This design comes from an exercise in tuning for small area and a short achievable clock period on the open sky130 flow, not from production work. Only simulation tests tie the RTL to the original design; equivalence was not proved. No activity file was given, so power comes from the tool's default toggle rates.

`flow/flow/run.sh`:
```
#!/bin/bash
# The standard layout (standard.sh) with these changes:
#  - synthesis: the standard script (synth_recipe.tcl) with ABC run on
#    flow/map.abc instead of ORFS's speed script, and adders left to ABC
#    (no full-adder cell mapping); registers are mapped exactly as before;
#  - port buffers are plain buf_1 cells;
#  - timing repair aims SETUP_SLACK_MARGIN ns beyond the constraint.
set -euo pipefail
here=$(pwd)
export MY_ABC_SCRIPT=$here/flow/map.abc
export ADDER_MAP_FILE=
export BUFFER_PORTS_ARGS="-buffer_cell sky130_fd_sc_hd__buf_1"
export SETUP_SLACK_MARGIN=${SETUP_SLACK_MARGIN:-12}
sed "s#SYNTH_SCRIPT=[^ ]*#SYNTH_SCRIPT=$here/flow/synth.tcl#" standard.sh > standard_own.sh
grep -q "SYNTH_SCRIPT=$here/flow/synth.tcl" standard_own.sh
bash standard_own.sh > flow_make.log 2>&1
```
`flow/flow/map.abc`:
```
strash
&get -n
&syn2
&dch -f
&nf
&put
buffer -c
upsize -c
dnsize -c
```
`flow/flow/synth.tcl`:
```
proc synth {args} { yosys synth -nofsm -noshare {*}$args }
proc abc {args} {
  set i [lsearch -exact $args -script]
  if { $i >= 0 && [info exists ::env(MY_ABC_SCRIPT)] && $::env(MY_ABC_SCRIPT) ne "" } {
    lset args [expr { $i + 1 }] $::env(MY_ABC_SCRIPT)
  }
  yosys abc {*}$args
}
source $::env(SCRIPTS_DIR)/synth.tcl
# left out here: clear keep_hierarchy, flatten, clean up, hide names made inside functions, write 1_2_yosys.v
```
`flow/standard.sh`:
```
#!/bin/bash
# synth_recipe.tcl (not shown) runs the flow's synth.tcl, then flattens the netlist and writes it again
# the make line also repeats each setting of config.mk as NAME=value (left out here)
make -C /OpenROAD-flow-scripts/flow DESIGN_CONFIG=/design/flow/config.mk WORK_HOME=/design/flow/orfs CLKGATE_MAP_FILE= SYNTH_SCRIPT=/design/flow/synth_recipe.tcl "${@:-finish}"
```
`flow/config.mk`:
```
export PLATFORM = sky130hd
export DESIGN_NAME = xgmii_rx_stats_top
export DESIGN_NICKNAME = xgmii_rx_stats_top
export VERILOG_FILES = /design/flow/design.v
export SDC_FILE = /design/flow/constraint.sdc
export NUM_CORES = 4
export LEC_CHECK = 0
export CAP_MARGIN = 20
export CORE_MARGIN = 2
export CORE_UTILIZATION = 50
export CTS_CLUSTER_DIAMETER = 100
export CTS_CLUSTER_SIZE = 24
export SLEW_MARGIN = 20
```
`flow/constraint.sdc`:
```
create_clock -name core_clock -period 20.0 [get_ports {sys_clk}]
set_input_delay 4.0000 -clock core_clock [delete_from_list [all_inputs] [get_ports {sys_clk}]]
set_output_delay 4.0000 -clock core_clock [all_outputs]
set_load 0.01 [all_outputs]
```
`flow/design.v`:
```
module xgmii_rx_stats #(
    parameter int NCH           = 4,
    parameter int CNT_W         = 16,
    parameter int TICKS_PER_SEC = 50000,
    parameter int MAX_LEN       = 1518
) (
    input  logic                 sys_clk,
    input  logic                 sys_rst,
    input  logic [64*NCH-1:0]    xgmii_rxd,
    input  logic [8*NCH-1:0]     xgmii_rxc,
    input  logic                 clear,
    output logic                 sec_tick,
    output logic [CNT_W*NCH-1:0] rx_pps,
    output logic [CNT_W*NCH-1:0] rx_throughput,
    output logic [CNT_W*NCH-1:0] rx_errors
);
    localparam int TW = (TICKS_PER_SEC > 1) ?
                        $clog2(TICKS_PER_SEC) : 1;
    localparam logic [TW-1:0] TC = TW'(TICKS_PER_SEC - 1);
    localparam int LW = 12;
    localparam logic [LW-1:0] LMAX = {1'b0, {(LW-1){1'b1}}};
    localparam int PW0 = $clog2(8 * TICKS_PER_SEC / 73 + 2);
    localparam int PW  = (PW0 < CNT_W) ? PW0 : CNT_W;
    logic [TW-1:0] win_q;
    logic          tick_q;
    logic          win_end;
    assign win_end = (win_q == TC);
    always_ff @(posedge sys_clk or posedge sys_rst) begin
        if (sys_rst) begin
            win_q  <= '0;
            tick_q <= 1'b0;
        end else begin
            win_q  <= (clear || win_end) ? '0 : win_q + 1'b1;
            tick_q <= !clear && win_end;
        end
    end
    assign sec_tick = tick_q;
    for (genvar k = 0; k < NCH; k++) begin : g_ch
        logic             st_q;
        logic [LW-1:0]    lm_q, lm_d;
        logic [PW-1:0]    pps_q, opps_q, p;
        logic [CNT_W-1:0] byt_q, err_q;
        logic [CNT_W-1:0] obyt_q, oerr_q;
        logic [CNT_W-1:0] b, e;
        logic [7:0] ctl, dat, trm, erl, bnd;
        logic       s0, s4;
        logic [8:0] nb;              
        logic [3:0] ds;              
        logic       eb;              
        logic       any_b, any_ft, good;
        logic [1:0]     err_n;
        logic [CNT_W:0] es, bx, by;
        logic [3:0]     esj;
        logic [7:0]     bsj;
        logic [7:0] rng;             
        always_comb begin
            for (int i = 0; i < 8; i++) begin
                logic [7:0] byt;
                logic       hi;
                byt    = xgmii_rxd[64*k + 8*i +: 8];
                hi     = &byt[7:3];
                ctl[i] = xgmii_rxc[8*k + i];
                dat[i] = !ctl[i];
                trm[i] = ctl[i] && hi && byt[2:0] == 3'b101;
                erl[i] = ctl[i] && hi && byt[2:0] == 3'b110;
            end
            s0 = ctl[0] && xgmii_rxd[64*k +: 8] == 8'hFB;
            s4 = ctl[4] && xgmii_rxd[64*k + 32 +: 8] == 8'hFB;
            bnd = trm | {3'b000, s4, 3'b000, s0};
            nb[0] = 1'b1;
            for (int i = 0; i < 8; i++)
                nb[i+1] = nb[i] && !bnd[i];
            any_b  = !nb[8];
            any_ft = |(trm & nb[7:0]);
            eb     = |(erl & nb[7:0]);
            begin
                logic [2:0] da, db;
                logic [4:0] nbb;     
                nbb[0] = 1'b1;
                for (int i = 0; i < 4; i++)
                    nbb[i+1] = nbb[i] && !bnd[4+i];
                da = 3'd0;
                db = 3'd0;
                for (int i = 0; i < 4; i++) begin
                    if (dat[i] && nb[i]) da = da + 3'd1;
                    if (dat[4+i] && nbb[i]) db = db + 3'd1;
                end
                ds = {1'b0, da} + (nb[4] ? {1'b0, db} : 4'd0);
            end
            for (int j = 0; j < 8; j++)
                rng[j] = !lm_q[LW-1] &&
                         (lm_q >= LW'(64 - j)) &&
                         (lm_q <= LW'(MAX_LEN - j));
            good = st_q && any_ft && !eb && rng[ds[2:0]];
            err_n = {1'b0, st_q && any_b && !good}
                  + {1'b0, s0 && |bnd[7:1]}
                  + {1'b0, s4 && |trm[7:5]};
            for (int j = 0; j < 4; j++)
                esj[j] = ({1'b0, err_q} + (CNT_W+1)'(j)) >> CNT_W;
            es = {1'b0, err_q} + {{(CNT_W-1){1'b0}}, err_n};
            e  = esj[err_n] ? '1 : es[CNT_W-1:0];
            p = pps_q + {{(PW-1){1'b0}}, good};
            bx = {1'b0, byt_q} + {{(CNT_W+2-LW){1'b0}}, lm_q[LW-2:0]};
            for (int j = 0; j < 8; j++)
                bsj[j] = (bx + (CNT_W+1)'(j)) >> CNT_W;
            by = bx + {{(CNT_W-2){1'b0}}, ds[2:0]};
            b  = !good ? byt_q : (bsj[ds[2:0]] ? '1 : by[CNT_W-1:0]);
            if (!any_b) begin
                logic [LW-1:0] ls;
                ls   = lm_q + {{(LW-4){1'b0}}, ds};
                lm_d = (eb || (!lm_q[LW-1] && ls[LW-1])) ?
                       LMAX : ls;
            end else if (s4) begin
                lm_d = (|erl[7:5]) ? LMAX :
                       LW'({2'b00, dat[5]} + {2'b00, dat[6]} + {2'b00, dat[7]}) - LW'(7);
            end else begin
                lm_d = (|erl[7:1]) ? LMAX :
                       LW'({2'b00, dat[1]} + {2'b00, dat[2]} + {2'b00, dat[3]} +
                           {2'b00, dat[4]} + {2'b00, dat[5]} + {2'b00, dat[6]} +
                           {2'b00, dat[7]}) - LW'(7);
            end
        end
        always_ff @(posedge sys_clk or posedge sys_rst) begin
            if (sys_rst) begin
                st_q   <= 1'b0;
                pps_q  <= '0;
                byt_q  <= '0;
                err_q  <= '0;
                opps_q <= '0;
                obyt_q <= '0;
                oerr_q <= '0;
            end else begin
                if (any_b)
                    st_q <= (s4 && !(|trm[7:5])) || (s0 && !(|bnd[7:1]));
                if (clear) begin
                    pps_q  <= '0;
                    byt_q  <= '0;
                    err_q  <= '0;
                    opps_q <= '0;
                    obyt_q <= '0;
                    oerr_q <= '0;
                end else if (win_end) begin
                    pps_q  <= '0;
                    byt_q  <= '0;
                    err_q  <= '0;
                    opps_q <= p;
                    obyt_q <= b;
                    oerr_q <= e;
                end else begin
                    pps_q  <= p;
                    byt_q  <= b;
                    err_q  <= e;
                end
            end
        end
        always_ff @(posedge sys_clk)
            lm_q <= lm_d;
        assign rx_pps[CNT_W*k +: CNT_W]        = CNT_W'(opps_q);
        assign rx_throughput[CNT_W*k +: CNT_W] = obyt_q;
        assign rx_errors[CNT_W*k +: CNT_W]     = oerr_q;
    end
endmodule
module xgmii_rx_stats_top (
    input  logic          sys_clk,
    input  logic          sys_rst,
    input  logic [255:0]  xgmii_rxd,
    input  logic [31:0]   xgmii_rxc,
    input  logic          clear,
    output logic          sec_tick,
    output logic [63:0]   rx_pps,
    output logic [63:0]   rx_throughput,
    output logic [63:0]   rx_errors
);
    xgmii_rx_stats #(
        .NCH          (4),
        .CNT_W        (16),
        .TICKS_PER_SEC(50000),
        .MAX_LEN      (1518)
    ) u_stats (
        .sys_clk      (sys_clk),
        .sys_rst      (sys_rst),
        .xgmii_rxd    (xgmii_rxd),
        .xgmii_rxc    (xgmii_rxc),
        .clear        (clear),
        .sec_tick     (sec_tick),
        .rx_pps       (rx_pps),
        .rx_throughput(rx_throughput),
        .rx_errors    (rx_errors)
    );
endmodule
```
==> results_dict.tcl, run 1 <==
set metrics [dict create \
    run_status "finished clean" \
    crit_path_start_kind "primary input" \
    maxSlewViolCount 0 \
    skew_ns 0.0217 \
    synth.avg_cell_area_um2 8.18 \
    p_int_mw 1.54 \
    finalSetupTns_ns 0 \
    finalSetupViolations 0 \
    synth_seq_area_share 0.396 \
    first_iter_violations 1438 \
    ant_nets 0 \
    arrival_ns 8.26 \
    p_comb_frac 0.354 \
    cts-root-buf "clkbuf_16" \
    grt_first_pass_wirelength_um 118000 \
    place_congestion 0.888 \
    synthTopCellsByArea "dfrtp_1 (36%), xnor2_1 (6.3%), nor2_1 (5.9%)" \
    powerDensity_nw_per_um2 81.3 \
    yosysTopAreaCellShare 0.359 \
    cts_hold_buffers 0 \
    initial_core_util 0.505 \
    drv_cap 0 \
    die_h_um 234 \
    synth_cell_types 97 \
    yosysTopAreaCell "dfrtp_1" \
    required_ns 20.41 \
    finish.net_count 3922 \
    crit_path_end_kind "flop" \
    cp_max_fo 12 \
    synth-edff-count 0 \
    num_io_pins 484 \
    synth_flop_cell "dfrtp_1" \
    slew_headroom 0.223 \
    wl_per_cell_um 17.5 \
    grt_pass1_vias 23400 \
    path_clk_slew_ns 0.09 \
    nFillCells 4944 \
    switching_share 0.377 \
    pwr-share-seq 0.434 \
    yosys-top-cells-count "nor2_1 (420), nand2_1 (419), dfrtp_1 (381), o21ai_0 (250), xnor2_1 (191)" \
    synthToLayoutAreaGrowth_pct 14.3 \
    hold_viol_final 0 \
    grt_overflow 0 \
    hold_class "reg2reg" \
    tightest_slew_ns 1.16 \
    drc_errors 0 \
    row_count 84 \
    clk_path_buf_depth 3 \
    via_count 24800 \
    first_pass_iters 5 \
    syn-instance-count 3242 \
    die_area_um2 54900 \
    drive_gt1_frac 0.0728 \
    p_sw_uw 930 \
    grt_max_degree 98 \
    port_buffers 471 \
    core_area_um2 52600 \
    period_needed_ns 7.85 \
    clock_sinks 429 \
    synth_warnings 1 \
    cts_max_level 1 \
    dpl.hpwl_um 55600 \
    cts_buffers 23 \
    p_leak_nw 12.5 \
    die_w_um 234 \
    async_flop_share 0.888 \
    synth.most_common_cell "nor2_1" \
    antenna_found_initial 2 \
    post_drt_via_cell_ratio 5.71 \
    grtUsageTotal 0.263 \
    vdd_drop_max_v 0.0000734 \
    rsz0062_at_grt "yes" \
    syn_area_um2 26500 \
    clk-insertion-delay-late_ns 0.57 \
    fmax_mhz 127 \
    drt_wl_total_um 75700 \
    ys_ff_latch 429 \
    period_share 0.392 \
    worst_hold_slack_ns 0.486 \
    critPathKind "in2reg" \
    cts_tree "done" \
    pwr-share-clk 0.212 \
]
## area by class of cell
| type | count | area [µm²] | share of cell area |
|---|---|---|---|
| Clock inverter | 6 | 61.3 | 0.00202 |
| Sequential cell | 429 | 10500 | 0.346 |
| Multi-Input combinational cell | 2584 | 15800 | 0.522 |
| Timing Repair Buffer | 527 | 2220 | 0.0732 |
| Clock buffer | 30 | 612 | 0.0202 |
| Antenna cell | 3 | 7.51 | 0.000247 |
| Inverter | 66 | 251 | 0.00829 |
| Tap cell | 688 | 861 | 0.0284 |
## layer usage
metal / vias up / track usage / part of all wire
li1: 12100 / - / -
met1: 11900 / 0.338 / 0.43
met2: 623 / 0.458 / 0.49
met3: 113 / 0.0316 / 0.048
met4: 0 / 0.0939 / 0.033
met5: - / 0 / 0
## sequential cells by signal, summed over array words and instances (netlist names)
register	count
u_stats.g_ch.byt_q	64
u_stats.g_ch.err_q	64
u_stats.g_ch.obyt_q	64
u_stats.g_ch.oerr_q	64
u_stats.g_ch.opps_q	52
u_stats.g_ch.pps_q	52
u_stats.g_ch.lm_q	48
u_stats.win_q	16
u_stats.g_ch.st_q	4
u_stats.tick_q	1
## worst paths after layout
check	from	to	slack, ns	depth (start not counted)
setup / recovery	xgmii_rxc[15]	u_stats.g_ch[1].obyt_q[13]	12.15	16
hold / removal	u_stats.g_ch[0].oerr_q[6]	u_stats.g_ch[0].oerr_q[6]	0.49	2
setup reg to reg	u_stats.g_ch[2].lm_q[1]	u_stats.g_ch[2].obyt_q[2]	14.90	16
hold reg to reg	u_stats.g_ch[0].oerr_q[6]	u_stats.g_ch[0].oerr_q[6]	0.49	2
max in group asynchronous	sys_rst	u_stats.g_ch[1].byt_q[0]	13.62	5
min in group asynchronous	sys_rst	u_stats.g_ch[0].obyt_q[9]	3.50	2
## stage by stage
stage / power, mW / util / std cells / cell area [µm²] / setup slack [ns]
3_5_place_dp: 1.89 / 0.544 / 4247 / 28600 / 10.27
4_1_cts: 2.44 / 0.563 / 4295 / 29600 / 12.01
6_report: 2.47 / 0.577 / 4333 / 30300 / 12.15
5_1_grt: 2.64 / 0.577 / 4332 / 30300 / 11.90
3_3_place_gp: 1.88 / 0.544 / 4247 / 28600 / 10.42
2_1_floorplan: 1.73 / - / 3253 / 26600 / 10.88
## kinds of logic (layout without fill, tap and decap cells)
| logic type | count (synthesis) | in the layout | share of synthesized area |
|---|---|---|---|
| AOI/OAI and AO/OA | 741 | 743 | 0.174 |
| DFF | 429 | 429 | 0.396 |
| adders and majority gates | 21 | 21 | 0.00797 |
| muxes | 16 | 16 | 0.00613 |
| xor gates and xnor gates | 332 | 333 | 0.111 |
| buffers and inverters | 245 | 629 | 0.0378 |
| other | 1 | 15 | 0.000141 |
| and+or+nand+nor | 1457 | 1459 | 0.267 |
## layout by cell type (no fill, tap or decap), drive strengths merged, types with 9 or more instances in the layout
| master | netlist | layout |
|---|---|---|
| and4 | 34 | 34 |
| nor4 | 40 | 40 |
| buf | 38 | 517 |
| nand3 | 111 | 111 |
| o21a | 21 | 21 |
| inv | 66 | 69 |
| a21oi | 123 | 124 |
| nand2b | 37 | 37 |
| nor2b | 29 | 29 |
| xor2 | 139 | 140 |
| or2 | 29 | 29 |
| o22ai | 65 | 65 |
| nand3b | 9 | 9 |
| nor4b | 12 | 12 |
| mux2i | 14 | 14 |
| nor3b | 24 | 24 |
| or3 | 17 | 17 |
| dfrtp | 381 | 381 |
| a2111oi | 12 | 12 |
| o211ai | 24 | 24 |
| and2 | 53 | 54 |
| and3 | 51 | 51 |
| nor2 | 421 | 421 |
| a21o | 23 | 23 |
| maj3 | 21 | 21 |
| a21boi | 10 | 10 |
| nand2 | 420 | 420 |
| a31oi | 31 | 31 |
| dfxtp | 48 | 48 |
| o21ai | 324 | 325 |
| nand4 | 64 | 64 |
| clkbuf | 141 | 40 |
| conb | 1 | 12 |
| a211oi | 21 | 21 |
| xnor2 | 193 | 193 |
| nor3 | 73 | 73 |
| nand4b | 9 | 9 |
## power by group through the flow
stage                     combinational, mW  sequential, mW  clock (mW)
after CTS                             0.833            1.07       0.539
after global routing                  0.982            1.09       0.571
after detailed placement              0.811            1.08           0
final                                 0.872            1.07       0.523
after global placement                0.796            1.08           0
after floorplan                       0.767           0.965           0
## critical path, stage by stage
cell and delay (ns):
buf_1 0.49, nor2_1 0.24, a2111oi_2 0.47, xnor2_2 0.23, nor2_4 0.10, buf_4 0.15
xor2_2 0.17, or2_1 0.29, maj3_1 0.42, maj3_1 0.45, or2_2 0.37, nor2_4 0.19
nand2_1 0.10, and2_0 0.18, o32ai_2 0.29, o21ai_0 0.13
## what timing repair did
action / CTS / global route
cloned: 0 / 6
pin swaps: 7 / 34
endpoints found under the setup margin: 361 / 288
gates resized for setup: 44 / 87
setup buffers: 12 / 29
==> inputs of run 2 (changes only) <==
--- a/flow/config.mk
+++ b/flow/config.mk
@@ -8,6 +8,6 @@
 export CAP_MARGIN = 20
 export CORE_MARGIN = 2
-export CORE_UTILIZATION = 50
-export CTS_CLUSTER_DIAMETER = 100
-export CTS_CLUSTER_SIZE = 24
+export CORE_UTILIZATION = 40
+export CTS_CLUSTER_DIAMETER = 110
+export CTS_CLUSTER_SIZE = 28
 export SLEW_MARGIN = 20
==> results_dict.tcl, run 2 <==
set metrics [dict create \
    initial_core_util 0.404 \
    post_drt_via_cell_ratio 5.36 \
    wl_per_cell_um 16.4 \
    synth_flop_cell "dfrtp_1" \
    slew_headroom 0.280 \
    synth-edff-count 0 \
    cts_tree "done" \
    dp_slack_ns 10.57 \
    first_iter_violations 1607 \
    die_h_um 262 \
    required_ns 20.42 \
    grt_pass1_vias 22600 \
    clock_sinks 429 \
    finish.net_count 3925 \
    grt_overflow 0 \
    run_status "finished clean" \
    fmax_mhz 127 \
    crit_path_end_kind "flop" \
    pwr-share-clk 0.205 \
    synthTopCellsByArea "dfrtp_1 (36%), xnor2_1 (6.3%), nor2_1 (5.9%)" \
    yosysTopAreaCellShare 0.359 \
    num_io_pins 484 \
    p_comb_frac 0.357 \
    die_area_um2 68400 \
    register_area_um2 10500 \
    cp_max_fo 9 \
    switching_share 0.375 \
    antenna_found_initial 0 \
    tightest_slew_ns 1.08 \
    path_common_cell "buf_4" \
    crit_chain "clkbuf_4 -> nand3_1 -> or4b_4 -> nor3b_1 -> xnor2_1 -> buf_4 -> nor4_4 -> buf_4 -> xor2_2 -> buf_4 -> xnor2_4 -> buf_4 -> maj3_2 -> a2111oi_4 -> and3_4 -> and3b_2 -> and3b_1 -> xor2_1 -> o2111ai_1 -> o21ai_1 -> o21ai_1" \
    synth_warnings 1 \
    synth.most_common_cell "nor2_1" \
    first_pass_iters 5 \
    cts_max_level 1 \
    synth_cell_types 97 \
    dpl.hpwl_um 54500 \
    synth.avg_cell_area_um2 8.18 \
    finalSetupTns_ns 0 \
    syn-instance-count 3242 \
    row_count 94 \
    via_count 24200 \
    p_int_mw 1.52 \
    cts_buffers 20 \
    drt_wl_total_um 74100 \
    finalWorstSetupSlack_ns 12.12 \
    drive_gt1_frac 0.0718 \
    skew_ns 0.0153 \
    rrSetupSlack_ns 14.89 \
    critPathKind "in2reg" \
    grt_first_pass_wirelength_um 118000 \
    hold_viol_final 0 \
    ant_nets 0 \
    p_sw_uw 912 \
    arrival_ns 8.30 \
    p_total_mw 2.43 \
    finalSetupViolations 0 \
    hold_class "reg2reg" \
    place_congestion 0.901 \
    core_area_um2 65700 \
    ys_ff_latch 429 \
    nFillCells 6597 \
    powerDensity_nw_per_um2 79.8 \
    cts-root-buf "clkbuf_16" \
    clk_path_buf_depth 3 \
    maxSlewViolCount 0 \
    drc_errors 0 \
    vdd_drop_max_v 0.0000609 \
    post-route-util 0.464 \
    critPathMaxStageDelay_ns 0.53 \
    worst_hold_slack_ns 0.485 \
    yosys-top-cells-count "nor2_1 (420), nand2_1 (419), dfrtp_1 (381), o21ai_0 (250), xnor2_1 (191)" \
    synthToLayoutAreaGrowth_pct 14.9 \
    slowest_stage "or4b_4" \
    rsz0062_at_grt "yes" \
    drv_cap 0 \
    critPathTopFamily "simple AND/OR/NAND/NOR gates" \
    critPathBufInv 5 \
    syn_area_um2 26500 \
    path_clk_slew_ns 0.11 \
    layout_common_cells "buf_1 (454), nand2_1 (418), nor2_1 (417)" \
    port_buffers 471 \
    final_common_cell "buf_1" \
    clk-insertion-delay-late_ns 0.57 \
    p_leak_nw 12.5 \
    die_w_um 262 \
    grt_max_degree 102 \
    crit_path_start_kind "primary input" \
    async_flop_share 0.888 \
    period_share 0.394 \
    multiInputGateArea_um2 15800 \
    synth_seq_area_share 0.396 \
    period_needed_ns 7.88 \
    pwr-share-seq 0.439 \
    yosysTopAreaCell "dfrtp_1" \
    grtUsageTotal 0.209 \
]
[run 2: path summary, 6_finish.rpt]
path                                            start                         end  cells past startpoint
min reg2reg                u_stats.g_ch[2].obyt_q[13]  u_stats.g_ch[2].obyt_q[13]                      2
min                        u_stats.g_ch[2].obyt_q[13]  u_stats.g_ch[2].obyt_q[13]                      2
min in group asynchronous                     sys_rst   u_stats.g_ch[0].obyt_q[4]                      2
max                                      xgmii_rxc[5]  u_stats.g_ch[0].obyt_q[14]                     21
max in group asynchronous                     sys_rst    u_stats.g_ch[3].byt_q[4]                      5
max reg2reg                   u_stats.g_ch[2].lm_q[1]   u_stats.g_ch[2].obyt_q[8]                     16
[run 2: what timing repair did]
| action | CTS | global route |
|---|---|---|
| gates resized for setup | 47 | 75 |
| endpoints found under the hold margin | 0 | 0 |
| hold buffers | 0 | 0 |
| pin swaps | 9 | 31 |
| gates cloned | 1 | 3 |
| setup buffers | 11 | 34 |
| setup endpoints to repair | 352 | 282 |
[run 2: worst reg2reg max path: cells and delay by family, from the launching register on]
kind                       cells  cell delay (ns)
xor gates and xnor gates       1             0.16
adders and majority gates      1             0.28
DFF                            1             0.62
and+or+nand+nor                4             1.92
AOI/OAI and AO/OA             10             2.05
[run 2: final cells by class]
cell class,count,area share
inverter,66,0.00825
timing repair buffer,536,0.0750
antenna,1,0.0000821
clock buffer,32,0.0186
tap,864,0.0354
sequential,429,0.344
multi-input combinational,2581,0.517
clock inverter,4,0.00185
[run 2: metal layers]
layer	GRT usage	vias to the layer above	wire length (µm)
li1	-	12100	-
met1	0.285	11500	34200
met2	0.358	519	35100
met3	0.0224	79	3290
met4	0.0469	0	1560
met5	0	-	0
[run 2: cell families after synthesis]
logic type / count (synthesis) / share of synthesized area
and+or+nand+nor: 1457 / 0.267
AOI/OAI and AO/OA: 741 / 0.174
DFF: 429 / 0.396
xor gates and xnor gates: 332 / 0.111
buffers and inverters: 245 / 0.0378
adders and majority gates: 21 / 0.00797
muxes: 16 / 0.00613
other: 1 / 0.000141
[run 2: power groups by stage]
stage          Combinational, mW  Sequential, mW  Clock [mW]
3_5_place_dp               0.807            1.08           0
6_report                   0.867            1.07       0.499
3_3_place_gp               0.803            1.08           0
5_1_grt                    0.980            1.08       0.548
2_1_floorplan              0.767           0.965           0
4_1_cts                    0.833            1.06       0.521
[run 2: stage by stage]
stage	instances	instance area (µm²)
2_1_floorplan	3253	26600
3_3_place_gp	4427	28900
3_5_place_dp	4427	28900
4_1_cts	4475	29900
5_1_grt	4512	30500
6_report	4513	30500
==> inputs of run 3 (changes only) <==
--- a/flow/config.mk
+++ b/flow/config.mk
@@ -9,5 +9,6 @@
 export CORE_MARGIN = 2
 export CORE_UTILIZATION = 40
-export CTS_CLUSTER_DIAMETER = 110
-export CTS_CLUSTER_SIZE = 28
+export CTS_BUF_LIST = sky130_fd_sc_hd__clkbuf_8
+export CTS_CLUSTER_DIAMETER = 80
+export CTS_CLUSTER_SIZE = 16
 export SLEW_MARGIN = 20
==> results_dict.tcl, run 3 <==
set metrics [dict create \
    clock_sinks 429 \
    skew_ns 0.0309 \
    row_count 94 \
    layout_common_cells "buf_1 (456), nand2_1 (419), nor2_1 (417)" \
    crit_chain "buf_2 -> nand3_1 -> or4b_4 -> nor3b_1 -> xnor2_1 -> nor4_4 -> xor2_2 -> buf_4 -> xnor2_4 -> maj3_2 -> a2111oi_4 -> and3_4 -> and3b_2 -> nand2_2 -> o211ai_4 -> buf_12 -> o22ai_2 -> o21ai_1" \
    cts_buffers 35 \
    ys_ff_latch 429 \
    maxSlewViolCount 0 \
    period_share 0.392 \
    hold_viol_final 0 \
    async_flop_share 0.888 \
    grt_overflow 0 \
    first_iter_violations 1651 \
    die_w_um 262 \
    placed_cell_area_um2 28900 \
    grt_max_degree 102 \
    drc_errors 0 \
    rrSetupSlack_ns 14.94 \
    path_clk_slew_ns 0.10 \
    post_drt_via_cell_ratio 5.33 \
    post-route-util 0.460 \
    critPathTopFamily "simple AND/OR/NAND/NOR gates" \
    cp_max_fo 10 \
    via_count 24000 \
    nFillCells 6621 \
    fmax_mhz 128 \
    wl_per_cell_um 16.4 \
    dpl.hpwl_um 54500 \
    synthTopCellsByArea "dfrtp_1 (36%), xnor2_1 (6.3%), nor2_1 (5.9%)" \
    synth.most_common_cell "nor2_1" \
    finalSetupViolations 0 \
    clk-insertion-delay-late_ns 0.62 \
    die_h_um 262 \
    drive_gt1_frac 0.0672 \
    syn_area_um2 26500 \
    slowest_stage "a2111oi_4" \
    crit_path_end_kind "flop" \
    hold_class "reg2reg" \
    initial_core_util 0.404 \
    grt_first_pass_wirelength_um 118000 \
    yosysTopAreaCell "dfrtp_1" \
    period_needed_ns 7.84 \
    critPathMaxStageDelay_ns 0.56 \
    hold_depth 2 \
    synth_warnings 1 \
    drt_wl_total_um 74200 \
    arrival_ns 8.37 \
    num_io_pins 484 \
    ant_nets 0 \
    final_common_cell "buf_1" \
    finalWorstSetupSlack_ns 12.16 \
    cts_max_level 2 \
    rsz0062_at_grt "yes" \
    yosys-top-cells-count "nor2_1 (420), nand2_1 (419), dfrtp_1 (381), o21ai_0 (250), xnor2_1 (191)" \
    synth_flop_cell "dfrtp_1" \
    core_area_um2 65700 \
    powerDensity_nw_per_um2 79.5 \
    cts_tree "done" \
    critPathBufInv 3 \
    cts_hold_buffers 0 \
    finish.net_count 3918 \
    synthToLayoutAreaGrowth_pct 14.1 \
    crit_path_start_kind "primary input" \
    finalSetupTns_ns 0 \
    synth.avg_cell_area_um2 8.18 \
    synth_cell_types 97 \
    vdd_drop_max_v 0.0000508 \
    synth-edff-count 0 \
    slew_headroom 0.283 \
    worst_r2r_path_depth 16 \
    drv_cap 0 \
    first_pass_iters 9 \
    die_area_um2 68400 \
    fin_area_um2 30300 \
    run_status "finished clean" \
    place_congestion 0.901 \
    yosysTopAreaCellShare 0.359 \
    reg2reg_to "u_stats.g_ch[2].obyt_q[8]" \
    synth_seq_area_share 0.396 \
    critPathKind "in2reg" \
    worst_hold_slack_ns 0.485 \
    antenna_found_initial 1 \
    grtUsageTotal 0.211 \
    tightest_slew_ns 1.08 \
    clk_path_buf_depth 3 \
    syn-instance-count 3242 \
    p_leak_nw 12.4 \
    min_from "u_stats.g_ch[0].opps_q[7]" \
    dp_slack_ns 10.57 \
    port_buffers 471 \
    cts-root-buf "clkbuf_8" \
    min_to "u_stats.g_ch[0].opps_q[7]" \
    grt_pass1_vias 22600 \
    required_ns 20.53 \
    rr_startpoint "u_stats.g_ch[2].lm_q[1]" \
]
==> run 3: cells by family after synthesis <==
family,Yosys count,share of synthesized area
mux,16,0.00613
simple gates,1457,0.267
fa+ha+maj,21,0.00797
other cells,1,0.000141
compound gates,741,0.174
xor+xnor,332,0.111
flops,429,0.396
buf+inv,245,0.0378
==> run 3: area by class of cell <==
| cell class | instances | area, µm² | area share |
|---|---|---|---|
| Multi-Input combinational cell | 2581 | 15700 | 0.518 |
| Sequential cell | 429 | 10500 | 0.347 |
| Timing Repair Buffer | 514 | 2150 | 0.0709 |
| Tap cell | 864 | 1080 | 0.0357 |
| Clock buffer | 36 | 495 | 0.0164 |
| Inverter | 66 | 251 | 0.00831 |
| Clock inverter | 20 | 121 | 0.00401 |
| Antenna cell | 1 | 2.50 | 0.0000827 |
==> run 3: how the worst max path moves through the flow <==
stage,start,end,slack (ns),cells after the start
2_1_floorplan,sys_rst,u_stats.g_ch[0].byt_q[0],10.88,1
3_3_place_gp,xgmii_rxc[1],u_stats.g_ch[0].oerr_q[12],10.65,17
3_5_place_dp,xgmii_rxc[1],u_stats.g_ch[0].oerr_q[12],10.57,17
4_1_cts,xgmii_rxc[14],u_stats.g_ch[1].oerr_q[14],12.00,18
5_1_grt,xgmii_rxc[12],u_stats.g_ch[1].oerr_q[14],11.97,19
6_report,xgmii_rxc[5],u_stats.g_ch[0].obyt_q[13],12.16,18
==> run 3: tightest hold or removal path: cells and delay by family, from the launching register on <==
family | cells | cell delay [ns]
flip-flops | 1 | 0.36
AND/OR/NAND/NOR | 1 | 0.04
AO/OA/AOI/OAI | 1 | 0.05
==> run 3: stage by stage <==
| step | instances | power (mW) |
|---|---|---|
| after global placement | 4427 | 1.88 |
| after CTS | 4488 | 2.40 |
| after detailed placement | 4427 | 1.89 |
| after floorplan | 3253 | 1.73 |
| final | 4511 | 2.41 |
| after global routing | 4511 | 2.58 |
==> run 3: power by group <==
part / internal [mW] / switching, mW
clock: 0.173 / 0.309
sequential: 0.924 / 0.142
combinational: 0.385 / 0.473
total: 1.48 / 0.924
==> run 3: metal layers <==
metal / global-route usage / up-vias / wire [µm]
li1: - / 12100 / -
met1: 0.285 / 11400 / 34300
met2: 0.358 / 472 / 35100
met3: 0.0308 / 78 / 3210
met4: 0.0507 / 0 / 1590
met5: 0 / - / 0
==> run 3: repair_timing <==
item                                    CTS  global route
setup buffers                             4            21
endpoints found under the setup margin  322           311
pin swaps                                 8            23
resized for setup                        38            61
cloned                                    1             1
==> inputs of run 4 (changes only) <==
--- a/flow/flow/run.sh
+++ b/flow/flow/run.sh
@@ -11,5 +11,5 @@
 export ADDER_MAP_FILE=
 export BUFFER_PORTS_ARGS="-buffer_cell sky130_fd_sc_hd__buf_1"
-export SETUP_SLACK_MARGIN=${SETUP_SLACK_MARGIN:-12}
+export SETUP_SLACK_MARGIN=${SETUP_SLACK_MARGIN:-11.75}
 sed "s#SYNTH_SCRIPT=[^ ]*#SYNTH_SCRIPT=$here/flow/synth.tcl#" standard.sh > standard_own.sh
 grep -q "SYNTH_SCRIPT=$here/flow/synth.tcl" standard_own.sh
==> results_dict.tcl, run 4 <==
set metrics [dict create \
    run_status "finished clean" \
    hold_class "reg2reg" \
    multiInputGateArea_um2 15500 \
    synth.avg_cell_area_um2 8.18 \
    period_needed_ns 7.97 \
    grt_max_degree 153 \
    syn-instance-count 3242 \
    synth_warnings 1 \
    grt_pass1_vias 22600 \
    layout_common_cells "buf_1 (459), nand2_1 (419), nor2_1 (417)" \
    via_count 24100 \
    synth-edff-count 0 \
    slowest_stage "or4b_1" \
    pwr-share-clk 0.219 \
    wl_per_cell_um 16.5 \
    num_io_pins 484 \
    path_common_cell "a21oi_1" \
    slew_headroom 0.331 \
    first_iter_violations 1476 \
    crit_path_start_kind "primary input" \
    grt_overflow 0 \
    die_w_um 262 \
    cts_tree "done" \
    synth_flop_cell "dfrtp_1" \
    post_drt_via_cell_ratio 5.35 \
    maxSlewViolCount 0 \
    p_leak_nw 12.4 \
    dp_cells 4428 \
    synth_seq_area_share 0.396 \
    drive_gt1_frac 0.0583 \
    fmax_mhz 126 \
    pwr-share-seq 0.437 \
    critPathTopFamily "simple AND/OR/NAND/NOR gates" \
    critPathBufInv 1 \
    rrSetupSlack_ns 15.10 \
    finalSetupViolations 0 \
    drc_errors 0 \
    arrival_ns 8.48 \
    cp_max_fo 14 \
    tightest_slew_ns 0.994 \
    initial_core_util 0.404 \
    critPathMaxStageDelay_ns 0.54 \
    die_h_um 262 \
    finish.net_count 3906 \
    grtUsageTotal 0.211 \
    row_count 94 \
    cts_hold_buffers 0 \
    antenna_found_initial 2 \
    worst_hold_slack_ns 0.486 \
    yosysTopAreaCellShare 0.359 \
    cts_buffers 35 \
    synthToLayoutAreaGrowth_pct 13.4 \
    core_area_um2 65700 \
    period_share 0.398 \
    fin_cells 4499 \
    port_buffers 471 \
    synth_cell_types 97 \
    ys_ff_latch 429 \
    finalSetupTns_ns 0 \
    p_int_mw 1.52 \
    clk-insertion-delay-late_ns 0.62 \
    skew_ns 0.0270 \
    crit_path_end_kind "flop" \
    grt_first_pass_wirelength_um 118000 \
    synthTopCellsByArea "dfrtp_1 (36%), xnor2_1 (6.3%), nor2_1 (5.9%)" \
    dpl.hpwl_um 54700 \
    cts_max_level 2 \
    ant_nets 0 \
    yosys-top-cells-count "nor2_1 (420), nand2_1 (419), dfrtp_1 (381), o21ai_0 (250), xnor2_1 (191)" \
    switching_share 0.376 \
    vdd_drop_max_v 0.0000677 \
    hold_viol_final 0 \
    path_clk_slew_ns 0.10 \
    powerDensity_nw_per_um2 80.9 \
    critPathKind "in2reg" \
    drt_wl_total_um 74300 \
    register_area_um2 10500 \
    clock_sinks 429 \
    first_pass_iters 7 \
    p_sw_uw 916 \
    crit_chain "clkbuf_2 -> nand3_1 -> or4b_1 -> and2_1 -> and3_4 -> nor4_4 -> xor2_2 -> xor2_1 -> mux2i_1 -> a21oi_1 -> a21oi_1 -> xnor2_1 -> a31oi_4 -> nor2_1 -> and3_1 -> or3b_1 -> a22o_1" \
    yosysTopAreaCell "dfrtp_1" \
    clk_path_buf_depth 3 \
    synth.most_common_cell "nor2_1" \
    syn_area_um2 26500 \
    nFillCells 6610 \
    required_ns 20.51 \
    async_flop_share 0.888 \
    final_common_cell "buf_1" \
    die_area_um2 68400 \
    drv_cap 0 \
    cts-root-buf "clkbuf_8" \
    rsz0062_at_grt "no" \
    place_congestion 0.915 \
    p_comb_frac 0.344 \
]
-- run 4: final timing paths --
kind | from | endpoint | cells after the start
min in group asynchronous | sys_rst | u_stats.g_ch[0].obyt_q[5] | 2
max in group asynchronous | sys_rst | u_stats.g_ch[3].obyt_q[5] | 4
worst min register to register | u_stats.win_q[1] | u_stats.win_q[1] | 1
worst max register to register | u_stats.g_ch[2].lm_q[1] | u_stats.g_ch[2].obyt_q[9] | 16
worst max-delay path | xgmii_rxc[1] | u_stats.g_ch[0].oerr_q[14] | 17
worst min-delay path | u_stats.win_q[1] | u_stats.win_q[1] | 1
-- run 4: cells by family (layout without fill, tap and decap cells) --
| family | Yosys count | count (layout) | synth area share |
|---|---|---|---|
| AND/OR/NAND/NOR | 1457 | 1457 | 0.267 |
| AO/OA/AOI/OAI | 741 | 741 | 0.174 |
| flip-flops | 429 | 429 | 0.396 |
| XOR/XNOR | 332 | 332 | 0.111 |
| buffers and inverters | 245 | 626 | 0.0378 |
| adder cells (fa/ha/maj) | 21 | 21 | 0.00797 |
| multiplexers | 16 | 16 | 0.00613 |
| other | 1 | 13 | 0.000141 |
-- run 4: timing repair --
action | in CTS | in global routing
buffers inserted | 2 | 12
gates resized for setup | 19 | 53
pin swaps | 1 | 8
endpoints found under the setup margin | 191 | 245
-- run 4: power groups by stage --
stage	combinational (mW)	clock, mW	sequential (mW)
global placement	0.804	0	1.08
floorplan	0.766	0	0.965
CTS	0.818	0.556	1.06
detailed placement	0.807	0	1.08
finish	0.838	0.532	1.06
global route	0.943	0.584	1.08
-- run 4: worst register-to-register path, stage by stage, from the launching register on --
cell and delay (ns):
dfxtp_1 0.59, o211ai_1 0.19, a31oi_1 0.31, maj3_1 0.28
a21oi_1 0.10, o311ai_1 0.24, o21a_1 0.20, a221o_1 0.16
a22oi_1 0.14, nor3b_1 0.42, xnor2_1 0.15, nor4b_1 0.50
o21ai_0 0.16, or4_1 0.43, nand3_1 0.48, o22ai_1 0.27
o21ai_1 0.19
-- run 4: per-stage QoR --
stage | setup slack, ns | util | cell area, µm² | total power [mW]
2_1_floorplan | 10.88 | - | 26600 | 1.73
3_3_place_gp | 10.64 | 0.439 | 28900 | 1.88
3_5_place_dp | 10.66 | 0.439 | 28900 | 1.88
4_1_cts | 11.75 | 0.452 | 29700 | 2.43
5_1_grt | 11.75 | 0.458 | 30100 | 2.61
6_report | 12.03 | 0.458 | 30100 | 2.43
-- run 4: layer usage --
metal / routed length [µm] / GRT usage
met1: 34100 / 0.283
met2: 34700 / 0.350
met3: 3300 / 0.0338
met4: 2250 / 0.0657
met5: 12 / 0
-- run 4: final cells by class --
cell class,instances,area share
repair buffers,504,0.0688
diodes,1,0.0000832
flip-flops and latches,429,0.349
inverters,66,0.00836
multi-input cells,2579,0.515
well taps,864,0.0359
clock buffers,39,0.0178
clock inverters,17,0.00561
==> inputs of run 5 (changes only) <==
--- a/flow/flow/run.sh
+++ b/flow/flow/run.sh
@@ -11,5 +11,5 @@
 export ADDER_MAP_FILE=
 export BUFFER_PORTS_ARGS="-buffer_cell sky130_fd_sc_hd__buf_1"
-export SETUP_SLACK_MARGIN=${SETUP_SLACK_MARGIN:-11.75}
+export SETUP_SLACK_MARGIN=${SETUP_SLACK_MARGIN:-12.25}
 sed "s#SYNTH_SCRIPT=[^ ]*#SYNTH_SCRIPT=$here/flow/synth.tcl#" standard.sh > standard_own.sh
 grep -q "SYNTH_SCRIPT=$here/flow/synth.tcl" standard_own.sh
==> results_dict.tcl, run 5 <==
set metrics [dict create \
    syn-instance-count 3242 \
    initial_core_util 0.404 \
    period_needed_ns 7.65 \
    yosysTopAreaCell "dfrtp_1" \
    drc_errors 0 \
    drv_cap 0 \
    critPathMaxStageDelay_ns 0.51 \
    place_congestion 0.866 \
    grt_max_degree 191 \
    worstSetupEndpoint "u_stats.g_ch[3].oerr_q[12]" \
    clk_path_buf_depth 3 \
    worst_hold_slack_ns 0.485 \
    finalSetupViolations 0 \
    synth.most_common_cell "nor2_1" \
    worst_r2r_path_depth 16 \
    hold_class "reg2reg" \
    async_flop_share 0.888 \
    final_common_cell "buf_1" \
    finalWorstSetupSlack_ns 12.35 \
    synth_seq_area_share 0.396 \
    fmax_mhz 131 \
    p_total_mw 2.53 \
    row_count 94 \
    synth_flop_cell "dfrtp_1" \
    cts_max_level 2 \
    core_area_um2 65700 \
    top_layer "met5" \
    grt_overflow 0 \
    powerDensity_nw_per_um2 81.4 \
    num_io_pins 484 \
    period_share 0.382 \
    critPathTopFamily "compound AO/OA/AOI/OAI gates" \
    wl_per_cell_um 16.6 \
    critPathKind "in2reg" \
    cts_hold_buffers 0 \
    antenna_found_initial 1 \
    wl_met1_um 36400 \
    drive_gt1_frac 0.0986 \
    grtUsageTotal 0.211 \
    cts-root-buf "clkbuf_8" \
    synthToLayoutAreaGrowth_pct 17.1 \
    clock_sinks 429 \
    p_leak_nw 12.9 \
    cts_tree "done" \
    grt_pass1_vias 22800 \
    die_w_um 262 \
    synth_cell_types 97 \
    layout_common_cells "buf_1 (447), nand2_1 (418), nor2_1 (415)" \
    path_depth 16 \
    yosysTopAreaCellShare 0.359 \
    cp_max_fo 13 \
    first_pass_iters 5 \
    reg2reg_to "u_stats.g_ch[2].obyt_q[2]" \
    clk-insertion-delay-late_ns 0.62 \
    synth_warnings 1 \
    drt_wl_total_um 75600 \
    via_count 24500 \
    tightest_slew_ns 1.01 \
    slowest_stage "a2111oi_4" \
    critPathBufInv 1 \
    crit_path_end_kind "flop" \
    hold_viol_final 0 \
    vdd_drop_max_v 0.0000537 \
    run_status "finished clean" \
    grt_first_pass_wirelength_um 119000 \
    dp_slack_ns 10.45 \
    syn_area_um2 26500 \
    met3WireLength_um 3640 \
    port_buffers 471 \
    ys_ff_latch 429 \
    die_h_um 262 \
    hold_depth 2 \
    crit_path_start "xgmii_rxc[28]" \
    post_drt_via_cell_ratio 5.38 \
    synth-edff-count 0 \
    yosys-top-cells-count "nor2_1 (420), nand2_1 (419), dfrtp_1 (381), o21ai_0 (250), xnor2_1 (191)" \
    dpl.hpwl_um 53500 \
    finish.net_count 3954 \
    crit_path_start_kind "primary input" \
    nFillCells 6610 \
    die_area_um2 68400 \
    ant_nets 0 \
    synth.avg_cell_area_um2 8.18 \
    maxSlewViolCount 0 \
    rrSetupSlack_ns 15.14 \
    arrival_ns 8.14 \
    synthTopCellsByArea "dfrtp_1 (36%), xnor2_1 (6.3%), nor2_1 (5.9%)" \
    required_ns 20.49 \
    crit_chain "buf_2 -> nand4_1 -> a2111oi_4 -> o21ai_1 -> o211a_1 -> o21ai_2 -> nor2_2 -> a221o_2 -> o32ai_4 -> a21oi_4 -> xor2_4 -> a32oi_2 -> nor4_4 -> and2b_2 -> nor3b_2 -> o21ai_1" \
    slew_headroom 0.323 \
    finalSetupTns_ns 0 \
    cts_buffers 38 \
    first_iter_violations 1395 \
    dr_wl_met2_um 34200 \
    skew_ns 0.0336 \
    path_common_cell "o21ai_1" \
    path_clk_slew_ns 0.10 \
    rr_startpoint "u_stats.g_ch[2].lm_q[1]" \
    rsz0062_at_grt "yes" \
]
==> run 5: changes by cell type in the layout (fill, tap and decap cells not counted), sizes merged <==
cell and change:
bufinv -2, clkinvlp -1, o21ai +1, buf +37, a21oi +1, inv +9, and2b +1, and2 +2
clkinv +4, clkbuf +6
==> run 5: cells by family after synthesis <==
group,Yosys count,share of synthesized area
fa+ha+maj,21,0.00797
flops,429,0.396
buf+inv,245,0.0378
compound gates,741,0.174
other cells,1,0.000141
mux,16,0.00613
xor+xnor,332,0.111
simple gates,1457,0.267
==> run 5: timing repair <==
action	CTS	global route
endpoints found under the setup margin	369	292
gates resized for setup	52	114
pin swaps	15	48
setup buffers	23	36
gates cloned	0	5
==> run 5: per-layer routing <==
layer,vias up,GRT usage
li1,12200,-
met1,11700,0.299
met2,484,0.338
met3,71,0.0334
met4,2,0.0462
met5,-,0
==> run 5: final cells by class <==
class,count,area (µm²),area share
flip-flops and latches,429,10500,0.338
diodes,1,2.50,0.0000805
well taps,864,1080,0.0348
clock inverters,27,193,0.00620
inverters,66,251,0.00810
multi-input cells,2584,16100,0.517
clock buffers,42,578,0.0186
repair buffers,544,2400,0.0771
==> run 5: how the worst min path moves through the flow <==
stage,startpoint,to,slack (ns)
finish,u_stats.g_ch[1].obyt_q[9],u_stats.g_ch[1].obyt_q[9],0.49
global route,u_stats.g_ch[3].obyt_q[2],u_stats.g_ch[3].obyt_q[2],0.51
CTS,u_stats.g_ch[3].opps_q[1],u_stats.g_ch[3].opps_q[1],0.49
detailed placement,u_stats.g_ch[1].obyt_q[1],u_stats.g_ch[1].obyt_q[1],0.47
global placement,u_stats.g_ch[1].opps_q[7],u_stats.g_ch[1].opps_q[7],0.46
floorplan,u_stats.win_q[1],u_stats.win_q[1],0.45
==> run 5: power by group <==
group	total (mW)	internal [mW]	switching, mW
registers	1.07	0.924	0.145
clock network	0.552	0.218	0.334
logic	0.910	0.414	0.496
total	2.53	1.56	0.975
==> run 5: stage by stage <==
stage	utilization	instance area [µm²]	instances
global route	0.473	31100	4556
global placement	0.442	29100	4423
finish	0.473	31100	4557
CTS	0.461	30300	4515
floorplan	-	26900	3253
detailed placement	0.442	29100	4423
==> run 5: tightest hold or removal path, delay by kind of cell (launching register included) <==
kind            cells  cell delay (ns)
simple gates        1             0.05
compound gates      1             0.06
flops               1             0.35
==> inputs of run 6 (changes only) <==
--- a/flow/flow/run.sh
+++ b/flow/flow/run.sh
@@ -5,4 +5,5 @@
 #    (no full-adder cell mapping); registers are mapped exactly as before;
 #  - port buffers are plain buf_1 cells;
+#  - timing repair may resize cells to other footprints;
 #  - timing repair aims SETUP_SLACK_MARGIN ns beyond the constraint.
 set -euo pipefail
@@ -12,5 +13,5 @@
 export BUFFER_PORTS_ARGS="-buffer_cell sky130_fd_sc_hd__buf_1"
 export SETUP_SLACK_MARGIN=${SETUP_SLACK_MARGIN:-12.25}
-sed "s#SYNTH_SCRIPT=[^ ]*#SYNTH_SCRIPT=$here/flow/synth.tcl#" standard.sh > standard_own.sh
+sed -e "s#SYNTH_SCRIPT=[^ ]*#SYNTH_SCRIPT=$here/flow/synth.tcl MATCH_CELL_FOOTPRINT=0#" standard.sh > standard_own.sh
 grep -q "SYNTH_SCRIPT=$here/flow/synth.tcl" standard_own.sh
 bash standard_own.sh > flow_make.log 2>&1
==> results_dict.tcl, run 6 <==
set metrics [dict create \
    slowest_stage "or4b_4" \
    synth_flop_cell "dfrtp_1" \
    required_ns 20.53 \
    synth-edff-count 0 \
    clk_path_buf_depth 3 \
    layout_common_cells "buf_1 (447), nand2_1 (419), nor2_1 (417)" \
    yosysTopAreaCellShare 0.359 \
    path_common_cell "buf_4" \
    placed_cell_area_um2 29100 \
    period_share 0.382 \
    critPathMaxStageDelay_ns 0.57 \
    fin_area_um2 31400 \
    top_usage_layer "met2" \
    drive_gt1_frac 0.106 \
    drc_errors 0 \
    crit_path_end_kind "flop" \
    grtUsageTotal 0.213 \
    skew_ns 0.0408 \
    crit_chain "buf_4 -> nand3_2 -> or4b_4 -> nor3b_4 -> xnor2_2 -> nor4_4 -> xor2_2 -> buf_4 -> xor2_4 -> mux2i_2 -> a21oi_1 -> a21oi_2 -> xnor2_2 -> a31oi_4 -> buf_4 -> nor4_4 -> a21boi_1 -> or3b_4 -> a22o_1" \
    rr_startpoint "u_stats.g_ch[2].lm_q[1]" \
    worst_hold_slack_ns 0.485 \
    syn_area_um2 26500 \
    period_needed_ns 7.63 \
    n_antenna_cell 0 \
    row_count 94 \
    ant_nets 0 \
    grtUsageMet3 0.0322 \
    met1_usage 0.303 \
    first_iter_violations 1562 \
    run_status "finished clean" \
    cts_max_level 2 \
    synth_warnings 1 \
    clock_sinks 429 \
    synth.avg_cell_area_um2 8.18 \
    async_flop_share 0.888 \
    finalWorstSetupSlack_ns 12.37 \
    die_area_um2 68400 \
    finish.net_count 3974 \
    cts-root-buf "clkbuf_8" \
    first_pass_iters 5 \
    powerDensity_nw_per_um2 80.0 \
    hold_viol_final 0 \
    min_from "u_stats.g_ch[2].obyt_q[2]" \
    drv_cap 0 \
    post-route-util 0.478 \
    rrSetupSlack_ns 15.22 \
    synthToLayoutAreaGrowth_pct 18.3 \
    fin_cells 4569 \
    drt_wl_total_um 75200 \
    maxSlewViolCount 0 \
    synth_cell_types 97 \
    finalSetupTns_ns 0 \
    num_io_pins 484 \
    antenna_found_initial 1 \
    synth.most_common_cell "nor2_1" \
    grt_pass1_vias 23000 \
    rsz0062_at_grt "yes" \
    p_total_mw 2.51 \
    dp_cells 4423 \
    grt_first_pass_wirelength_um 120000 \
    min_to "u_stats.g_ch[2].obyt_q[2]" \
    finalSetupViolations 0 \
    synthTopCellsByArea "dfrtp_1 (36%), xnor2_1 (6.3%), nor2_1 (5.9%)" \
    slew_headroom 0.263 \
    syn-instance-count 3242 \
    die_h_um 262 \
    p_leak_nw 13.0 \
    cts_buffers 37 \
    initial_core_util 0.404 \
    fmax_mhz 131 \
    yosys-top-cells-count "nor2_1 (420), nand2_1 (419), dfrtp_1 (381), o21ai_0 (250), xnor2_1 (191)" \
    critPathKind "in2reg" \
    hold_depth 2 \
    place_congestion 0.869 \
    post_drt_via_cell_ratio 5.36 \
    yosysTopAreaCell "dfrtp_1" \
    port_buffers 471 \
    tightest_slew_ns 1.11 \
    worst_r2r_path_depth 16 \
    via_count 24500 \
    ys_ff_latch 429 \
    grt_max_degree 178 \
    die_w_um 262 \
    grt_overflow 0 \
    dpl.hpwl_um 53800 \
    synth_seq_area_share 0.396 \
    core_area_um2 65700 \
    cts_tree "done" \
    vdd_drop_max_v 0.0000611 \
    wl_per_cell_um 16.5 \
    reg2reg_to "u_stats.g_ch[2].obyt_q[15]" \
    arrival_ns 8.16 \
    dp_slack_ns 10.34 \
    path_clk_slew_ns 0.10 \
    cp_max_fo 9 \
    hold_class "reg2reg" \
    clk-insertion-delay-late_ns 0.64 \
    crit_path_start_kind "primary input" \
    final_common_cell "buf_1" \
    grtUsageMet2 0.335 \
]
==> run 6: logic make-up (layout without fill, tap and decap cells) <==
logic type	count (synthesis)	count (layout)	synth area share
AND/OR/NAND/NOR	1457	1459	0.267
AO/OA/AOI/OAI	741	741	0.174
flip-flops	429	429	0.396
XOR/XNOR	332	332	0.111
buffers and inverters	245	695	0.0378
adder cells (fa/ha/maj)	21	21	0.00797
multiplexers	16	16	0.00613
other	1	12	0.000141
==> run 6: worst max path at each step <==
stage             startpoint                    endpoint  slack, ns  depth (start not counted)
5_1_grt         xgmii_rxc[8]  u_stats.g_ch[1].oerr_q[12]      12.20                         21
2_1_floorplan        sys_rst    u_stats.g_ch[0].byt_q[0]      10.88                          1
3_3_place_gp   xgmii_rxc[18]  u_stats.g_ch[2].oerr_q[14]      10.43                         17
6_report        xgmii_rxc[5]  u_stats.g_ch[0].oerr_q[14]      12.37                         19
4_1_cts         xgmii_rxc[5]   u_stats.g_ch[0].obyt_q[5]      12.25                         17
3_5_place_dp   xgmii_rxc[28]  u_stats.g_ch[3].oerr_q[13]      10.34                         17
==> run 6: report_power, final <==
| group | internal [mW] | switching, mW |
|---|---|---|
| clock | 0.197 | 0.327 |
| combinational | 0.423 | 0.495 |
| sequential | 0.924 | 0.145 |
==> run 6: repair_timing <==
action	CTS	global route
setup endpoints to repair	362	305
gates cloned	0	2
resized for setup	58	142
setup buffers	26	57
hold buffers	0	0
pin swaps	17	68
==> run 6: cell type report <==
class,count,area (µm²)
Sequential cell,429,10500
Inverter,66,251
Timing Repair Buffer,568,2620
Fill cell,6570,34300
Multi-Input combinational cell,2581,16300
Tap cell,864,1080
Clock buffer,41,564
Clock inverter,20,139
==> run 6: critical path: cells and delay by family <==
family	cells	cell delay (ns)
and+or+nand+nor	6	1.90
AOI/OAI and AO/OA	5	0.78
muxes	1	0.31
buffers and inverters	3	0.49
xor gates and xnor gates	4	0.67
==> run 6: metal layers <==
layer | part of all wire | up-vias
met1 | 0.48 | 11700
met4 | 0.023 | 2
met5 | 0.00017 | -
met3 | 0.046 | 98
li1 | - | 12200
met2 | 0.45 | 501
==> inputs of run 7 (changes only) <==
--- a/flow/flow/run.sh
+++ b/flow/flow/run.sh
@@ -12,5 +12,5 @@
 export ADDER_MAP_FILE=
 export BUFFER_PORTS_ARGS="-buffer_cell sky130_fd_sc_hd__buf_1"
-export SETUP_SLACK_MARGIN=${SETUP_SLACK_MARGIN:-12.25}
+export SETUP_SLACK_MARGIN=${SETUP_SLACK_MARGIN:-12.5}
 sed -e "s#SYNTH_SCRIPT=[^ ]*#SYNTH_SCRIPT=$here/flow/synth.tcl MATCH_CELL_FOOTPRINT=0#" standard.sh > standard_own.sh
 grep -q "SYNTH_SCRIPT=$here/flow/synth.tcl" standard_own.sh
==> results_dict.tcl, run 7 <==
set metrics [dict create \
    run_status "finished clean" \
    first_iter_violations 1390 \
    p_total_mw 2.59 \
    ant_nets 0 \
    crit_path_start_kind "primary input" \
    via_count 25100 \
    finalSetupViolations 0 \
    synth-edff-count 0 \
    p_leak_nw 14.0 \
    synth_flop_cell "dfrtp_1" \
    period_needed_ns 7.56 \
    p_sw_mw 1.01 \
    p_int_mw 1.58 \
    hold_viol_final 0 \
    synth_seq_area_share 0.396 \
    wl_per_cell_um 16.8 \
    yosysTopAreaCellShare 0.359 \
    grtUsageTotal 0.220 \
    grt_pass1_vias 23500 \
    yosysTopAreaCell "dfrtp_1" \
    die_area_um2 68400 \
    die_h_um 262 \
    synthMuxAreaShare 0.00613 \
    crit_chain "buf_8 -> nand2b_4 -> a2111o_1 -> nand2b_1 -> xnor2_2 -> xnor2_2 -> buf_4 -> xor2_4 -> buf_6 -> buf_4 -> buf_4 -> a311oi_2 -> o22ai_2 -> a21oi_4 -> buf_12 -> xnor2_4 -> a21oi_4 -> or4_4 -> nor3_4 -> clkbuf_16 -> nor2_4 -> o21ai_1" \
    port_buffers 471 \
    vdd_drop_max_v 0.0000526 \
    first_pass_iters 5 \
    die_w_um 262 \
    cts-root-buf "clkbuf_8" \
    synth_warnings 1 \
    cts_tree "done" \
    min_to "u_stats.g_ch[1].oerr_q[15]" \
    multiInputGateArea_um2 17300 \
    cts_buffers 37 \
    slew_headroom 0.364 \
    min_from "u_stats.g_ch[1].oerr_q[15]" \
    period_share 0.378 \
    dpl.hpwl_um 53400 \
    synthToLayoutAreaGrowth_pct 26.0 \
    synth-simple-area-share 0.267 \
    critPathBufInv 7 \
    pwr-share-seq 0.414 \
    drive_gt1_frac 0.168 \
    worst_r2r_path_depth 16 \
    layout_common_cells "buf_1 (435), nand2_1 (415), dfrtp_1 (381)" \
    critPathMaxStageDelay_ns 0.58 \
    nFillCells 6295 \
    rsz0062_at_grt "yes" \
    crit_path_end_kind "flop" \
    synthTopCellsByArea "dfrtp_1 (36%), xnor2_1 (6.3%), nor2_1 (5.9%)" \
    yosys-top-cells-count "nor2_1 (420), nand2_1 (419), dfrtp_1 (381), o21ai_0 (250), xnor2_1 (191)" \
    maxSlewViolCount 0 \
    syn_area_um2 26500 \
    critPathTopFamily "simple AND/OR/NAND/NOR gates" \
    critPathKind "in2reg" \
    synth_top_family_by_area "simple AND/OR/NAND/NOR gates" \
    grt_max_degree 163 \
    synth-xor-area-share 0.111 \
    tightest_slew_ns 0.944 \
    pwr-share-clk 0.204 \
    reg2reg_to "u_stats.g_ch[2].obyt_q[15]" \
    required_ns 20.58 \
    path_common_cell "buf_4" \
    arrival_ns 8.13 \
    clk-insertion-delay-late_ns 0.64 \
    synth_cell_types 97 \
    finish.net_count 4068 \
    register_area_um2 10500 \
    final_common_cell "buf_1" \
    yosys.area_share.adder 0.00797 \
    place_congestion 0.879 \
    syn-instance-count 3242 \
    drt_wl_total_um 78400 \
    drv_cap 0 \
    switching_share 0.389 \
    hold_class "reg2reg" \
    finalSetupTns_ns 0 \
    async_flop_share 0.888 \
    drc_errors 0 \
    clock_sinks 429 \
    synth.most_common_cell "nor2_1" \
    clk_path_buf_depth 3 \
    powerDensity_nw_per_um2 77.4 \
    rrSetupSlack_ns 15.21 \
    fmax_mhz 132 \
    num_io_pins 484 \
    cts_hold_buffers 0 \
    hold_depth 2 \
    cp_max_fo 6 \
    synth_compound_area_frac 0.174 \
    path_clk_slew_ns 0.11 \
    ys_ff_latch 429 \
    cts_max_level 2 \
    rr_startpoint "u_stats.g_ch[2].lm_q[1]" \
    grt_first_pass_wirelength_um 123000 \
    skew_ns 0.0622 \
    antenna_found_initial 1 \
    grt_overflow 0 \
    post_drt_via_cell_ratio 5.36 \
    initial_core_util 0.404 \
    core_area_um2 65700 \
    row_count 94 \
    slowest_stage "or4_4" \
    p_comb_frac 0.382 \
    synth.avg_cell_area_um2 8.18 \
]
[run 7: kinds of logic after synthesis]
logic type	count (synthesis)
AO/OA/AOI/OAI	741
XOR/XNOR	332
AND/OR/NAND/NOR	1457
adder cells (fa/ha/maj)	21
flip-flops	429
other	1
multiplexers	16
buffers and inverters	245
[run 7: worst max-delay path by stage]
| stage | from | endpoint | slack (ns) | depth (start not counted) |
|---|---|---|---|---|
| final | xgmii_rxd[65] | u_stats.g_ch[1].oerr_q[2] | 12.44 | 22 |
| after global routing | xgmii_rxd[65] | u_stats.g_ch[1].oerr_q[14] | 12.29 | 20 |
| after CTS | xgmii_rxc[13] | u_stats.g_ch[1].oerr_q[14] | 12.50 | 18 |
| after detailed placement | xgmii_rxc[13] | u_stats.g_ch[1].oerr_q[14] | 10.44 | 17 |
| after global placement | xgmii_rxc[13] | u_stats.g_ch[1].oerr_q[12] | 10.50 | 17 |
| after floorplan | sys_rst | u_stats.g_ch[0].byt_q[0] | 10.88 | 1 |
[run 7: worst register-to-register path, delay by kind of cell (launching register included)]
kind	cells	cell delay, ns
AOI/OAI and AO/OA	10	1.99
adders and majority gates	1	0.30
DFF	1	0.60
and+or+nand+nor	4	1.66
xor gates and xnor gates	1	0.17
[run 7: layout make-up]
cell class,count,share of cell area
multi-input combinational,2584,0.518
sequential,429,0.314
timing repair buffer,659,0.106
tap,864,0.0323
clock buffer,40,0.0165
inverter,66,0.00752
clock inverter,27,0.00490
antenna,4,0.000299
[run 7: per-layer routing]
metal,wire (µm),global-route usage,part of all wire,vias up
met2,36400,0.355,0.46,468
li1,-,-,-,12400
met5,0,0,0,-
met4,1340,0.0488,0.017,0
met1,36800,0.309,0.47,12100
met3,3920,0.0373,0.050,81
[run 7: power by group through the flow]
| stage | registers [mW] | logic [mW] | clock network, mW |
|---|---|---|---|
| 2_1_floorplan | 0.965 | 0.809 | 0 |
| 6_report | 1.07 | 0.989 | 0.529 |
| 5_1_grt | 1.09 | 1.10 | 0.577 |
| 4_1_cts | 1.07 | 0.932 | 0.552 |
| 3_3_place_gp | 1.08 | 0.840 | 0 |
| 3_5_place_dp | 1.08 | 0.844 | 0 |
[run 7: stage by stage]
step / area (µm²) / hold WS [ns] / worst slack, ns / instances / utilization
after floorplan: 27800 / 0.447 / 10.88 / 3253 / -
after global placement: 29900 / 0.460 / 10.50 / 4424 / 0.455
after detailed placement: 29900 / 0.468 / 10.44 / 4424 / 0.455
after CTS: 32000 / 0.489 / 12.50 / 4579 / 0.487
after global routing: 33400 / 0.512 / 12.29 / 4673 / 0.509
final: 33400 / 0.486 / 12.44 / 4673 / 0.509
[run 7: repair_timing]
item                                    CTS  global route
gates resized for setup                 126           174
pin swaps                                54           109
endpoints found under the setup margin  381           271
cloned                                    4             4
buffers inserted                         84            86
==> inputs of run 8 (changes only) <==
--- a/flow/flow/run.sh
+++ b/flow/flow/run.sh
@@ -12,5 +12,5 @@
 export ADDER_MAP_FILE=
 export BUFFER_PORTS_ARGS="-buffer_cell sky130_fd_sc_hd__buf_1"
-export SETUP_SLACK_MARGIN=${SETUP_SLACK_MARGIN:-12.5}
+export SETUP_SLACK_MARGIN=${SETUP_SLACK_MARGIN:-12}
 sed -e "s#SYNTH_SCRIPT=[^ ]*#SYNTH_SCRIPT=$here/flow/synth.tcl MATCH_CELL_FOOTPRINT=0#" standard.sh > standard_own.sh
 grep -q "SYNTH_SCRIPT=$here/flow/synth.tcl" standard_own.sh
==> flow/flow/map.abc (replaced) <==
strash
dc2
strash
&get -n
&dch -f
&nf
&put
buffer -c
upsize -c
dnsize -c
==> results_dict.tcl, run 8 <==
set metrics [dict create \
    run_status "finished clean" \
    dpl.hpwl_um 54700 \
    rsz0062_at_grt "yes" \
    yosysTopAreaCell "dfrtp_1" \
    cts_buffers 36 \
    clk_path_buf_depth 3 \
    place_congestion 0.891 \
    cts_max_level 2 \
    dp_cells 4271 \
    via_count 24300 \
    grtUsageMet3 0.0347 \
    min_from "u_stats.g_ch[3].opps_q[8]" \
    vdd_drop_max_v 0.0000434 \
    drc_errors 0 \
    die_w_um 258 \
    rrSetupSlack_ns 14.37 \
    grtUsageMet2 0.359 \
    antenna_found_initial 4 \
    yosys.area_share.adder 0.0187 \
    die_area_um2 66600 \
    p_leak_nw 13.8 \
    finalSetupTns_ns 0 \
    finalWorstSetupSlack_ns 11.69 \
    synth_compound_area_frac 0.156 \
    cts_hold_buffers 0 \
    cp_max_fo 5 \
    required_ns 20.48 \
    synth_warnings 1 \
    maxSlewViolCount 0 \
    wl_per_cell_um 17.5 \
    synthMuxAreaShare 0.00591 \
    ys_ff_latch 429 \
    row_count 93 \
    port_buffers 471 \
    arrival_ns 8.79 \
    grt_pass1_vias 22500 \
    synthToLayoutAreaGrowth_pct 26.6 \
    cts-root-buf "clkbuf_8" \
    drt_wl_total_um 78900 \
    synth.avg_cell_area_um2 8.40 \
    met1_usage 0.316 \
    first_pass_iters 5 \
    synth_top_family_by_area "simple AND/OR/NAND/NOR gates" \
    num_io_pins 484 \
    worst_r2r_path_depth 20 \
    top_usage_layer "met2" \
    powerDensity_nw_per_um2 78.1 \
    post-route-util 0.510 \
    hold_depth 2 \
    min_to "u_stats.g_ch[3].opps_q[8]" \
    clk-insertion-delay-late_ns 0.61 \
    yosys-top-cells-count "nor2_1 (413), nand2_1 (386), dfrtp_1 (381), o21ai_0 (220), xnor2_1 (212)" \
    slowest_stage "or4_4" \
    synth_cell_types 102 \
    finalSetupViolations 0 \
    synth_seq_area_share 0.406 \
    post_drt_via_cell_ratio 5.37 \
    drv_cap 0 \
    synth.most_common_cell "nor2_1" \
    clock_sinks 429 \
    crit_path_end_kind "flop" \
    hold_viol_final 0 \
    die_h_um 258 \
    grt_first_pass_wirelength_um 121000 \
    grtUsageTotal 0.223 \
    period_share 0.415 \
    synth-simple-area-share 0.263 \
    syn_area_um2 25800 \
    fmax_mhz 120 \
    crit_path_start_kind "primary input" \
    critPathTopFamily "simple AND/OR/NAND/NOR gates" \
]
==> run 8: layer usage <==
layer / vias to the layer above / wire (µm)
met5: - / 16
li1: 11900 / -
met1: 11600 / 36200
met2: 635 / 36500
met3: 117 / 4230
met4: 2 / 2000
==> run 8: what timing repair did <==
action,4_1_cts,5_1_grt
buffers inserted,92,82
pin swaps,70,115
setup endpoints to repair,359,295
gates cloned,3,4
resized for setup,113,245
==> run 8: cells by family (layout without fill, tap and decap cells) <==
group,count (synthesis),count (layout)
and+or+nand+nor,1387,1387
AOI/OAI and AO/OA,656,661
DFF,429,429
xor gates and xnor gates,316,316
buffers and inverters,231,797
adders and majority gates,47,47
muxes,10,10
other,1,15
==> run 8: cell type report <==
| class | count | area, µm² |
|---|---|---|
| timing repair buffer | 662 | 3550 |
| antenna | 3 | 7.51 |
| tap | 855 | 1070 |
| fill | 6079 | 31400 |
| inverter | 73 | 278 |
| clock buffer | 39 | 537 |
| multi-input combinational | 2433 | 16600 |
| clock inverter | 23 | 156 |
| sequential | 429 | 10500 |
==> run 8: worst min-delay path: stages (launching register included) <==
cell	delay (ns)
dfrtp_1	0.35
nand2_1	0.04
o21ai_0	0.06
==> run 8: power breakdown <==
group          switching [mW]  total, mW  internal (mW)
registers               0.135       1.06          0.924
clock network           0.319      0.519          0.200
logic                   0.497      0.976          0.479
total                   0.952       2.55           1.60
==> run 8: worst max-delay path by stage <==
stage | start | endpoint | slack, ns | cells after the start
2_1_floorplan | sys_rst | u_stats.g_ch[0].byt_q[0] | 10.88 | 1
3_3_place_gp | xgmii_rxc[4] | u_stats.g_ch[0].oerr_q[14] | 10.37 | 21
3_5_place_dp | xgmii_rxc[28] | u_stats.g_ch[3].oerr_q[14] | 10.17 | 20
4_1_cts | xgmii_rxd[38] | u_stats.g_ch[0].oerr_q[14] | 11.81 | 22
5_1_grt | xgmii_rxc[4] | u_stats.g_ch[0].oerr_q[14] | 11.47 | 24
6_report | xgmii_rxc[4] | u_stats.g_ch[0].oerr_q[12] | 11.69 | 25
==> run 8: stage by stage <==
stage	hold WS, ns	total power, mW	instance area (µm²)
after CTS	0.492	2.51	31000
after global routing	0.518	2.73	32700
after floorplan	0.447	1.77	26900
after global placement	0.460	1.93	29100
final	0.485	2.55	32700
after detailed placement	0.470	1.93	29100

Re-timed with assumed drivers on the ports (clkbuf_16 on the clock, buf_2 on other inputs), run 8 has 11.706 ns of setup slack against 11.692 ns with ideal ports, and 11.043 ns once port delays also move by the mid clock arrival of 0.663 ns.
